From an optimization exercise on the open Yosys and OpenROAD flow, aimed at small area, a short achievable clock period and few clock cycles; shortcuts taken in it are not production practice.
In this exercise RTL edits were held to simulation tests only and were not proved equivalent to the original.

Setup of main:
// acc_top
module acc_top (
  input  logic        clk,
  input  logic        arst_n,
  input  logic        reg_wr_en,
  input  logic [2:0]  reg_wr_addr,
  input  logic [31:0] reg_wr_data,
  input  logic [2:0]  reg_rd_addr,
  output logic [31:0] reg_rd_data,
  output logic        mem_req,
  output logic [15:0] mem_addr,
  input  logic        mem_gnt,
  input  logic        mem_rvalid,
  input  logic [31:0] mem_rdata,
  output logic        out_valid,
  output logic [31:0] out_data,
  output logic        out_last,
  input  logic        out_credit
);
Size in the first run: about 460 flip-flops, about 160 I/O pins.
export LEC_CHECK = 0
export ABC_CLOCK_PERIOD_IN_PS = 3000
export CAP_MARGIN = 20
export CORE_MARGIN = 2
export CORE_UTILIZATION = 58
export CTS_CLUSTER_DIAMETER = 120
export CTS_CLUSTER_SIZE = 22
export SETUP_SLACK_MARGIN = 3.0
export SLEW_MARGIN = 20
export TNS_END_PERCENT = 0
create_clock -name core_clock -period 6.0 [get_ports {clk}]
standard.sh (not shown) runs the stock make flow with config.mk's settings and CLKGATE_MAP_FILE= SYNTH_SCRIPT=/design/flow/synth_recipe.tcl, a recipe that flattens the netlist after the stock synthesis.
==> flow/flow/run.sh <==
#!/bin/bash
# The standard layout, with the port buffers made from the smallest buffer
# cell instead of the default pick; repair still resizes them where needed.
set -o pipefail
export BUFFER_PORTS_ARGS="-buffer_cell sky130_fd_sc_hd__buf_1"
bash standard.sh 2>&1 | tee standard.log
Testbench counts of main, summed over its fixed seeds: cycles 8,860.
What the feature branch does differently from main at the input level:
- swapping 58 for 65 in CORE_UTILIZATION
Findings:
Re die height: the feature branch and main aren't equal, and the higher value belongs to main.
Final net count essentially unchanged between the feature branch and main.
After detailed routing, main needs more wire than the feature branch.
In the feature branch, met3 capacity usage during global routing is lower than in main.
The feature branch reports a lower clock-buffer cell count than main does.

* * *

Another version of the RTL of acc_top (not shown whole).
For scale: ~2,400 cells after synthesis, about 160 I/O pins, ~0.026 mm^2 of cells after synthesis.
## acc_top
module acc_top (
  input  logic        clk,
  input  logic        arst_n,
  input  logic        reg_wr_en,
  input  logic [2:0]  reg_wr_addr,
  input  logic [31:0] reg_wr_data,
  input  logic [2:0]  reg_rd_addr,
  output logic [31:0] reg_rd_data,
  output logic        mem_req,
  output logic [15:0] mem_addr,
  input  logic        mem_gnt,
  input  logic        mem_rvalid,
  input  logic [31:0] mem_rdata,
  output logic        out_valid,
  output logic [31:0] out_data,
  output logic        out_last,
  input  logic        out_credit
);
Settings: LEC_CHECK=0, ABC_CLOCK_PERIOD_IN_PS=3000, CAP_MARGIN=20, CORE_MARGIN=2, CORE_UTILIZATION=54, CTS_CLUSTER_DIAMETER=120, CTS_CLUSTER_SIZE=22, SETUP_SLACK_MARGIN=3.0, SLEW_MARGIN=20, TNS_END_PERCENT=0; clock period 6.0 ns.
Scripts as last shown in full above: flow/flow/run.sh
Testbench counts at the start, summed over its fixed seeds: cycles 8,860.
==> next run, changes <==
--- a/flow/config.mk
+++ b/flow/config.mk
@@ -12,2 +12,2 @@
-export CTS_CLUSTER_DIAMETER = 120
-export CTS_CLUSTER_SIZE = 22
+export CTS_CLUSTER_DIAMETER = 130
+export CTS_CLUSTER_SIZE = 25
Effect:
- worst setup slack is about the same
- first-iteration DRC count is lower by a few percent
- wire length barely changes
==> next run, changes <==
--- a/flow/config.mk
+++ b/flow/config.mk
@@ -11,4 +11,4 @@
-export CORE_UTILIZATION = 54
-export CTS_CLUSTER_DIAMETER = 130
-export CTS_CLUSTER_SIZE = 25
-export SETUP_SLACK_MARGIN = 3.0
+export CORE_UTILIZATION = 58
+export CTS_CLUSTER_DIAMETER = 120
+export CTS_CLUSTER_SIZE = 22
+export SETUP_SLACK_MARGIN = 2.8
Outcome:
- The new run produced a clean layout
- final area climbs by 0.94%
- worst hold slack is about the same
- sequential share of layout area fell by 0.37 points
- non-clock buffer count is higher by 21
- global-route usage increases by 2.0 points
- synthesized cell count is unchanged
- final cell count stays flat
- utilization went up by 5.0 points
- wire length is higher by 2.8%
==> next run, changes <==
--- a/flow/config.mk
+++ b/flow/config.mk
@@ -11 +11 @@
-export CORE_UTILIZATION = 58
+export CORE_UTILIZATION = 50
@@ -14 +14 @@
-export SETUP_SLACK_MARGIN = 2.8
+export SETUP_SLACK_MARGIN = 3.0
After rerunning: The new run finished with timing, DRC and antenna clean. Cell area rises by about 0.6%. Setup slack gains 0.0047 ns. Non-clock buffer count falls by 8. Area after synthesis stays the same. Clock skew fell by 0.0076 ns. First-iteration DRC count goes up by about 22%. Die area climbs by 16%.
==> next run, changes <==
--- a/flow/config.mk
+++ b/flow/config.mk
@@ -11 +11 @@
-export CORE_UTILIZATION = 50
+export CORE_UTILIZATION = 58
=>
- via count came out higher by 0.75%
- worst hold slack improved by 0.0057 ns
- setup slack got worse by 0.0047 ns
- non-clock buffer count came out higher by 8

==> re-timing with driven ports <==
The results above use ideal ports. As a check the final layouts listed here were re-extracted and re-timed, cells and wires unchanged. Step 1 sets driving cells, clkbuf_16 on the clock port and buf_2 on the other inputs (assumed; they add their load-dependent delay and slew). Step 2, shift: input delay + t, output delay - t, t = (earliest + latest rising clock arrival at the registers) / 2. This alone moves slack from input paths to output paths. a / b / c = ideal / step 1 / step 2; a / b = the first two.
run	t (ns)	setup slack, ns	worst slew at a driven data input, ns	cell pins on the clock port's net
main	0.645	2.492 / 2.361 / 2.068	0.13	1
the feature branch	0.641	2.498 / 2.400 / 2.139	0.11	1
the first run of note 2	0.649	2.459 / 2.283 / 2.283	0.17	1
the second run of note 2	0.624	2.458 / 2.309 / 2.307	0.16	1
the third run of note 2	0.625	2.455 / 2.366 / 2.366	0.14	1
the fourth run of note 2	0.649	2.459 / 2.358 / 2.358	0.10	1
the fifth run of note 2	0.625	2.455 / 2.366 / 2.366	0.14	1
After both steps setup and hold are still met in every run listed. The setup slack of main, which loses most, moves by -0.131 ns with the drivers and by -0.424 ns with both steps.
